Source: an optimization exercise on an open RTL-to-GDS flow (aim: small area, a short achievable clock period and few clock cycles). Production flows keep margins and buffers that such runs may drop. RTL that was checked went through simulation tests only; none was proved equivalent to the original. Power is estimated from default activity; no workload was simulated.

## outline_to_path_commands
module outline_to_path_commands (
  input  wire logic                 clk_i,
  input  wire logic                 rst_ni,
  input  wire logic                 in_valid_i,
  output logic                      in_stall_o,
  input  wire logic signed [15:0]   point_x_i,
  input  wire logic signed [15:0]   point_y_i,
  input  wire logic                 on_curve_i,
  input  wire logic                 cubic_control_i,
  input  wire logic                 contour_end_i,
  input  wire logic                 outline_end_i,
  output logic                      out_valid_o,
  input  wire logic                 out_stall_i,
  output logic [2:0]                command_o,
  output logic [1:0]                error_kind_o,
  output logic signed [15:0]        ax_o,
  output logic signed [15:0]        ay_o,
  output logic signed [15:0]        bx_o,
  output logic signed [15:0]        by_o,
  output logic signed [15:0]        cx_o,
  output logic signed [15:0]        cy_o,
  ...
Size: roughly 710 cells after synthesis, ~160 flip-flops, roughly 140 I/O pins, ~0.0085 sq mm of cells after synthesis.
==> module otpc_decode, before the edit <==
module otpc_decode (
  input  wire logic         clk_i,
  input  wire logic         rst_ni,
  input  wire logic         acc_i,
  input  wire logic [15:0]  px_i,
  input  wire logic [15:0]  py_i,
  input  wire logic         on_i,
  input  wire logic         cubic_i,
  input  wire logic         cend_i,
  input  wire logic         oend_i,
  output logic              d_vld_o,    
  output logic [12:0]       d_desc_o,   
  output logic [1:0]        d_rem_o,    
  output logic              k0_conic_o,
  output logic              k0_cubic_o,
  output logic [31:0]       s_o,
  output logic [31:0]       p0_o,
  output logic [31:0]       p1_o,
  output logic [31:0]       x_o
);
  localparam logic [1:0] REM_NONE  = 2'd0;
  localparam logic [1:0] REM_CURVE = 2'd1;   
  localparam logic [1:0] REM_CLOSE = 2'd2;   
  localparam logic [1:0] REM_ERR   = 2'd3;   
  localparam logic [12:0] D_MOVE   = {3'd0, 2'd0, 3'b100, 3'b000, 2'b00};
  localparam logic [12:0] D_LINE   = {3'd1, 2'd0, 3'b100, 3'b000, 2'b00};
  localparam logic [12:0] D_QUADON = {3'd2, 2'd0, 3'b010, 3'b100, 2'b00};
  localparam logic [12:0] D_QUADCC = {3'd2, 2'd0, 3'b010, 3'b010, 2'b00};
  localparam logic [12:0] D_CUBIC  = {3'd3, 2'd0, 3'b010, 3'b010, 2'b10};
  localparam logic [12:0] D_CLQUAD = {3'd2, 2'd0, 3'b100, 3'b001, 2'b00};
  localparam logic [12:0] D_CLCUB  = {3'd3, 2'd0, 3'b010, 3'b100, 2'b01};
  localparam logic [12:0] D_CLLINE = {3'd1, 2'd0, 3'b001, 3'b000, 2'b00};
  localparam logic [12:0] D_ERRQ   = {3'd5, 2'd1, 3'b000, 3'b000, 2'b00};
  localparam logic [12:0] D_ERRC   = {3'd5, 2'd2, 3'b000, 3'b000, 2'b00};
  logic [15:0] sx_q, sy_q, p0x_q, p0y_q, p1x_q, p1y_q, xx_q, xy_q;
  logic k0n_q, k0c_q, k1c_q, k1o_q, k2o_q;
  logic k0ny_q;   
  logic open_q, drop_q;
  logic p_on, p_cub, p_con, endc;
  assign p_on  = on_i;
  assign p_cub = !on_i && cubic_i;
  assign p_con = !on_i && !cubic_i;
  assign endc  = cend_i | oend_i;
  function automatic logic [15:0] next_x(input logic [15:0] a, input logic [15:0] p,
                                         input logic conic);
    logic [15:0] t, g, pp, gn, pn;
    logic        t16, neg;
    t   = a ^ p;
    g   = a & p;
    pp  = t;
    t16 = a[15] ^ p[15];
    gn = g; pn = pp;
    for (int i = 1; i < 16; i += 2) begin
      gn[i] = g[i] | (pp[i] & g[i-1]);
      pn[i] = pp[i] & pp[i-1];
    end
    g = gn; pp = pn;
    for (int d = 2; d < 16; d = d * 2) begin
      gn = g; pn = pp;
      for (int i = d + 1; i < 16; i += 2) begin
        gn[i] = g[i] | (pp[i] & g[i-d]);
        pn[i] = pp[i] & pp[i-d];
      end
      g = gn; pp = pn;
    end
    gn = g; pn = pp;
    for (int i = 2; i < 16; i += 2) begin
      gn[i] = g[i] | (pp[i] & g[i-1]);
      pn[i] = pp[i] & pp[i-1];
    end
    g = gn; pp = pn;
    neg = t16 ^ g[15];
    for (int j = 0; j < 16; j++) begin
      next_x[j] = conic ? (((j == 15) ? t16 : t[j+1]) ^ (g[j] | (pp[j] & neg))) : a[j];
    end
  endfunction
  logic [15:0] xx_d, xy_d;
  assign xx_d = next_x(p0x_q, px_i, k0n_q);
  assign xy_d = next_x(p0y_q, py_i, k0ny_q);
  logic        k0on;
  logic        err3q, err3c, err3;
  logic        cl_err;
  logic [12:0] cmd3;
  logic        has3;
  logic [12:0] clk_desc;
  assign k0on = !k0n_q && !k0c_q;
  always_comb begin
    err3q = k0n_q && p_cub;
    err3c = k0c_q && ((p_on && !(k1c_q && k2o_q)) || p_con || (p_cub && !k1o_q));
    err3  = err3q | err3c;
    has3  = 1'b1;
    cmd3  = D_LINE;
    if (k0n_q && p_on)                       cmd3 = D_QUADON;
    else if (k0n_q && p_con)                 cmd3 = D_QUADCC;
    else if (k0c_q && p_on)                  cmd3 = D_CUBIC;
    else if (k0on && p_on)                   cmd3 = D_LINE;
    else                                     has3 = 1'b0;
    cl_err = p_cub && !(open_q && k0c_q);
    if (p_con)      clk_desc = D_CLQUAD;
    else if (p_cub) clk_desc = D_ERRC;    
    else            clk_desc = D_CLLINE;
    d_vld_o  = 1'b0;
    d_desc_o = D_MOVE;
    d_rem_o  = REM_NONE;
    if (drop_q) begin
      d_vld_o = 1'b0;
    end else if (!open_q) begin
      d_vld_o  = 1'b1;
      d_desc_o = D_MOVE;
      if (endc) d_rem_o = cl_err ? REM_ERR : REM_CURVE;
    end else if (err3) begin
      d_vld_o  = 1'b1;
      d_desc_o = err3q ? D_ERRQ : D_ERRC;
    end else if (has3) begin
      d_vld_o  = 1'b1;
      d_desc_o = cmd3;
      if (endc) d_rem_o = cl_err ? REM_ERR : REM_CURVE;
    end else if (endc) begin
      d_vld_o = 1'b1;
      if (cl_err) begin
        d_desc_o = D_ERRC;
      end else begin
        d_desc_o = p_con ? D_CLQUAD : D_CLCUB;
        d_rem_o  = REM_CLOSE;
      end
    end
  end
  always_ff @(posedge clk_i or negedge rst_ni) begin
    if (!rst_ni) begin
      k0ny_q <= 1'b0;
    end else if (acc_i) begin
      k0ny_q <= p_con;
    end
  end
  always_ff @(posedge clk_i or negedge rst_ni) begin
    if (!rst_ni) begin
      open_q <= 1'b0;
      drop_q <= 1'b0;
    end else if (acc_i) begin
      if (drop_q) begin
        drop_q <= !oend_i;
      end else if (!open_q) begin
        open_q <= !endc;
        drop_q <= endc && cl_err && !oend_i;
      end else begin
        open_q <= !(err3 || endc);
        drop_q <= (err3 || (endc && cl_err)) && !oend_i;
      end
    end
  end
  always_ff @(posedge clk_i) begin
    if (acc_i) begin
      p0x_q <= px_i;
      p0y_q <= py_i;
      xx_q  <= xx_d;
      xy_q  <= xy_d;
      if (!(k0c_q && p_on)) begin
        p1x_q <= p0x_q;
        p1y_q <= p0y_q;
      end
      if (!open_q) begin
        sx_q  <= px_i;
        sy_q  <= py_i;
      end
      k0n_q <= p_con;
      k0c_q <= p_cub;
      k1c_q <= open_q && k0c_q;
      k1o_q <= !open_q || k0on || (k0n_q && p_con);
      k2o_q <= !open_q || k1o_q;
    end
  end
  assign k0_conic_o = k0n_q;
  assign k0_cubic_o = k0c_q;
  assign s_o  = {sx_q, sy_q};
  assign p0_o = {p0x_q, p0y_q};
  assign p1_o = {p1x_q, p1y_q};
  assign x_o  = {xx_q, xy_q};
endmodule
Settings: LEC_CHECK=0, CAP_MARGIN=20, CORE_MARGIN=2, CORE_UTILIZATION=60, CTS_BUF_LIST=sky130_fd_sc_hd__clkbuf_8, CTS_CLUSTER_SIZE=40, SETUP_SLACK_MARGIN=2.4, SLEW_MARGIN=20; clock period 5.5 ns.
standard.sh (not shown) runs the stock make flow with config.mk's settings and CLKGATE_MAP_FILE= SYNTH_SCRIPT=/design/flow/synth_recipe.tcl, a recipe that flattens the netlist after the stock synthesis.
==> flow/flow/run.sh <==
#!/bin/bash
# The standard layout, with the ports buffered by plain buf_1 cells rather
# than the delay cells buffer_ports picks on its own.
set -euo pipefail
bash standard.sh "BUFFER_PORTS_ARGS=-buffer_cell sky130_fd_sc_hd__buf_1" finish > make_finish.log 2>&1
==> next run, changes <==
--- a/flow/design.v
+++ b/flow/design.v
@@ -34,51 +34,40 @@
   localparam logic [12:0] D_ERRQ   = {3'd5, 2'd1, 3'b000, 3'b000, 2'b00};
   localparam logic [12:0] D_ERRC   = {3'd5, 2'd2, 3'b000, 3'b000, 2'b00};
   logic [15:0] sx_q, sy_q, p0x_q, p0y_q, p1x_q, p1y_q, xx_q, xy_q;
   logic k0n_q, k0c_q, k1c_q, k1o_q, k2o_q;
-  logic k0ny_q;   
   logic open_q, drop_q;
   logic p_on, p_cub, p_con, endc;
   assign p_on  = on_i;
   assign p_cub = !on_i && cubic_i;
   assign p_con = !on_i && !cubic_i;
   assign endc  = cend_i | oend_i;
   function automatic logic [15:0] next_x(input logic [15:0] a, input logic [15:0] p,
-                                         input logic conic);
+                                          input logic conic);
     logic [15:0] t, g, pp, gn, pn;
     logic        t16, neg;
-    t   = a ^ p;
-    g   = a & p;
+    t   = conic ? (a ^ p) : 16'd0;
+    g   = conic ? (a & p) : a;
     pp  = t;
-    t16 = a[15] ^ p[15];
-    gn = g; pn = pp;
-    for (int i = 1; i < 16; i += 2) begin
-      gn[i] = g[i] | (pp[i] & g[i-1]);
-      pn[i] = pp[i] & pp[i-1];
-    end
-    g = gn; pp = pn;
-    for (int d = 2; d < 16; d = d * 2) begin
-      gn = g; pn = pp;
-      for (int i = d + 1; i < 16; i += 2) begin
+    t16 = t[15];
+    for (int d = 1; d < 16; d = d * 2) begin
+      gn = g;
+      pn = pp;
+      for (int i = d; i < 16; i++) begin
         gn[i] = g[i] | (pp[i] & g[i-d]);
         pn[i] = pp[i] & pp[i-d];
       end
-      g = gn; pp = pn;
-    end
-    gn = g; pn = pp;
-    for (int i = 2; i < 16; i += 2) begin
-      gn[i] = g[i] | (pp[i] & g[i-1]);
-      pn[i] = pp[i] & pp[i-1];
+      g  = gn;
+      pp = pn;
     end
-    g = gn; pp = pn;
     neg = t16 ^ g[15];
     for (int j = 0; j < 16; j++) begin
-      next_x[j] = conic ? (((j == 15) ? t16 : t[j+1]) ^ (g[j] | (pp[j] & neg))) : a[j];
+      next_x[j] = ((j == 15) ? t16 : t[j+1]) ^ (g[j] | (pp[j] & neg));
     end
   endfunction
   logic [15:0] xx_d, xy_d;
   assign xx_d = next_x(p0x_q, px_i, k0n_q);
-  assign xy_d = next_x(p0y_q, py_i, k0ny_q);
+  assign xy_d = next_x(p0y_q, py_i, k0n_q);
   logic        k0on;
   logic        err3q, err3c, err3;
   logic        cl_err;
   logic [12:0] cmd3;
@@ -127,15 +116,8 @@
     end
   end
   always_ff @(posedge clk_i or negedge rst_ni) begin
     if (!rst_ni) begin
-      k0ny_q <= 1'b0;
-    end else if (acc_i) begin
-      k0ny_q <= p_con;
-    end
-  end
-  always_ff @(posedge clk_i or negedge rst_ni) begin
-    if (!rst_ni) begin
       open_q <= 1'b0;
       drop_q <= 1'b0;
     end else if (acc_i) begin
       if (drop_q) begin
After rerunning: Worst setup slack degrades by 0.0054 ns. Design area came out higher slightly. Synthesized cell count came out higher by roughly a tenth. Clock-buffer cell count does not change. Core utilization came out lower by 0.40 points. Sequential power is about the same.
Testbench counts after the change, summed over its fixed seeds: cycles 16,807.
For the first run of this note, only the layout was checked, not whether the RTL still works.

## separate check: timing with driven ports
No port has a modelled driver above. Below, the same layouts with a new extraction and two added sets of constraints.
Step 1 assumes that a clkbuf_16 drives the clock port and a buf_2 every other input.
Step 2 also shifts input and output timing later by t, the mid clock arrival at the registers, as if the neighbouring blocks saw the same clock.
Three values: ideal ports, drivers, drivers and shift; two values: the first two.
run | t (ns) | slack for setup (ns) | worst setup path at the end | worst slew at a driven data input, ns | pins driven straight from the clock port
the first run | 0.490 | 2.419 / 2.434 / 1.943 | input to register | 0.06 | 1
the second run | 0.487 | 2.414 / 2.429 / 1.942 | input to register | 0.05 | 1
After both steps every run listed still meets setup and hold. For the first run, which loses most, drivers alone change the setup slack by +0.015 ns; drivers and shift together by -0.476 ns.
